Background: an optimization exercise with open tools, aiming at small area. Do not read the settings as production practice.
Function was checked by simulation only, so behaviour that the tests miss may differ from the original.
Power is estimated from default activity; no workload was simulated.

==> v24 <==
## board_top
module board_top (
  input  logic                   clk_125,
  input  logic                   rst_n_i,
  input  logic                   host_stb_i,
  input  logic                   host_we_i,
  input  logic [32/8-1:0]   host_sel_i,
  input  logic [31:0]            host_adr_i,
  input  logic [32-1:0]     host_dat_i,
  output logic                   host_ack_o,
  output logic                   host_err_o,
  output logic [32-1:0]     host_dat_o,
  output logic [80-1:0] zdok0_out_o,
  output logic [80-1:0] zdok0_oe_o,
  input  logic [80-1:0] zdok0_in_i,
  output logic [80-1:0] zdok1_out_o,
  output logic [80-1:0] zdok1_oe_o,
  input  logic [80-1:0] zdok1_in_i,
  output logic [8-1:0]  led_o
);
clock: 8.0 ns
lec_check: 0
cap_margin: 5
core_area: 2.3 2.72 199.08 198.56
die_area: 0 0 201.4 201.4
slew_margin: 5
synth_hierarchical: 1
standard.sh (not shown) runs the stock make flow with config.mk's settings and CLKGATE_MAP_FILE= SYNTH_SCRIPT=/design/flow/synth_recipe.tcl, a recipe that flattens the netlist after the stock synthesis.
==> flow/flow/run.sh <==
#!/bin/bash
# The standard layout, with two changes: port buffers use the smallest buffer
# cell, and clock tree synthesis uses small clkbuf_4 leaf clusters and no
# dummy loads.
set -euo pipefail
export BUFFER_PORTS_ARGS="-buffer_cell sky130_fd_sc_hd__buf_1"
export CTS_ARGS="-sink_clustering_enable -repair_clock_nets -dont_use_dummy_load -buf_list sky130_fd_sc_hd__clkbuf_4 -sink_clustering_size 10 -sink_clustering_max_diameter 40"
bash standard.sh > standard.log 2>&1
==> inputs of v16, as changes to v24 <==
CAP_MARGIN = 20   (was 5)
SLEW_MARGIN = 20   (was 5)
==> comparison <==
Against v16, the clock skew of v24 is lower by 0.0027 ns. In wire length, v16 and v24 hardly differ. Of v24 and v16, v24 has the higher worst setup slack (gap 0.033 ns). In die area, v16 and v24 do not differ. In worst hold slack, v24 and v16 hardly differ. Between v24 and v16, the lower first-iteration DRC count is in v16 (gap about 2.2%, measured against v16). Combinational power is about the same in v24 and v16. Clock power is about the same in v24 and v16. Area after synthesis is the same in v16 and v24.


==> pepper <==
board_top, a different RTL version from the one above (not shown whole).
export LEC_CHECK = 0
export CAP_MARGIN = 20
export CORE_AREA = 2.3 2.72 199.08 198.56
export DIE_AREA = 0 0 201.4 201.4
export SLEW_MARGIN = 20
export SYNTH_HIERARCHICAL = 1
create_clock -name core_clock -period 8.0 [get_ports {clk_125}]
Scripts as last shown in full above: flow/flow/run.sh
==> maple (differences from pepper) <==
--- a/flow/design.v
+++ b/flow/design.v
@@ -711,10 +711,12 @@
   assign word   = idx[1:0];
   logic p1_q, ack_q, idle;
   logic [TMO_W-1:0] tmo_q;
   logic err_q;
   logic hole;
+  logic tmo_fb;
+  assign tmo_fb = tmo_q[5] ^ tmo_q[4] ^ (tmo_q[4:0] == 5'd0);
   assign idle = !p1_q && !ack_q;
   assign hole = host_stb_i && idle && !mapped;
   always_ff @(posedge clk_125) begin
     if (!rst_n_i) begin
       p1_q  <= 1'b0;
@@ -722,12 +724,12 @@
       tmo_q <= '0;
       err_q <= 1'b0;
     end else begin
       p1_q  <= host_stb_i && idle && mapped;
       ack_q <= p1_q;
-      err_q <= hole && (tmo_q == TMO_W'(64 - 1));
-      tmo_q <= hole ? tmo_q + 1'b1 : '0;
+      err_q <= hole && (tmo_q == 6'b100000);
+      tmo_q <= hole ? {tmo_q[4:0], tmo_fb} : '0;
     end
   end
   assign host_ack_o = ack_q;
   assign host_err_o = err_q;
   logic [DW-1:0]      scratch_q;
==> qor summary <==
metric	pepper	maple
Status	timing/DRC/antenna clean	timing/DRC/antenna clean
Required arrival time at the worst endpoint	8350 ps	8710 ps
Met3 demand-to-capacity share in global routing	8.58%	9.23%
Wire length reported by the detailed router	69300 um	70000 um
Met1 wire length	25900 um	25400 um
Area of all placed cells without fillers	22600 um2	22600 um2
M1 GR Usage	43.3%	41.9%
Via count of the first global-routing pass	13794	13992
Share of synthesized area spent on multiplexers	0.345%	0.345%
Sequential share of power	67.1%	67.0%
Number of standard cells in the final layout excluding fillers	2339	2336
Number of buffers outside the clock class in the layout	615	621
Vias per inst	6.07	6.07
Starting utilization of the core area	49.0%	49.0%

## separate check: timing with driven ports
Ports are ideal in the flow. The routed layouts listed here were re-timed in OpenROAD. Step 1, drivers: a clkbuf_16 drives clk_125 and a buf_2 each remaining input, both assumed. Step 2 moves the port delays by t, midway between the first and last clock arrival at a register: inputs arrive t later, outputs are due t later. That takes back most of the time a late clock gives input paths. a / b / c = no drivers / after step 1 / after step 2; a / b = the first two.
run | t, ns | setup WS [ns] | worst hold slack (ns) | worst setup path after step 2 | worst data-port slew with drivers (ns)
v24 | 0.785 | 3.740 / 3.770 / 2.984 | 0.431 / 0.431 / 0.431 | input to register | 0.14
v16 | 0.790 | 3.707 / 3.736 / 2.946 | 0.431 / 0.431 / 0.431 | input to register | 0.14
pepper | 0.828 | 3.420 / 3.455 / 2.627 | 0.421 / 0.421 / 0.421 | input to register | 0.13
maple | 0.814 | 3.770 / 3.806 / 2.992 | 0.427 / 0.427 / 0.427 | input to register | 0.13
After both steps every run listed still meets setup and hold. The setup slack of pepper, which loses most, moves by +0.035 ns with the drivers and by -0.793 ns with both steps.
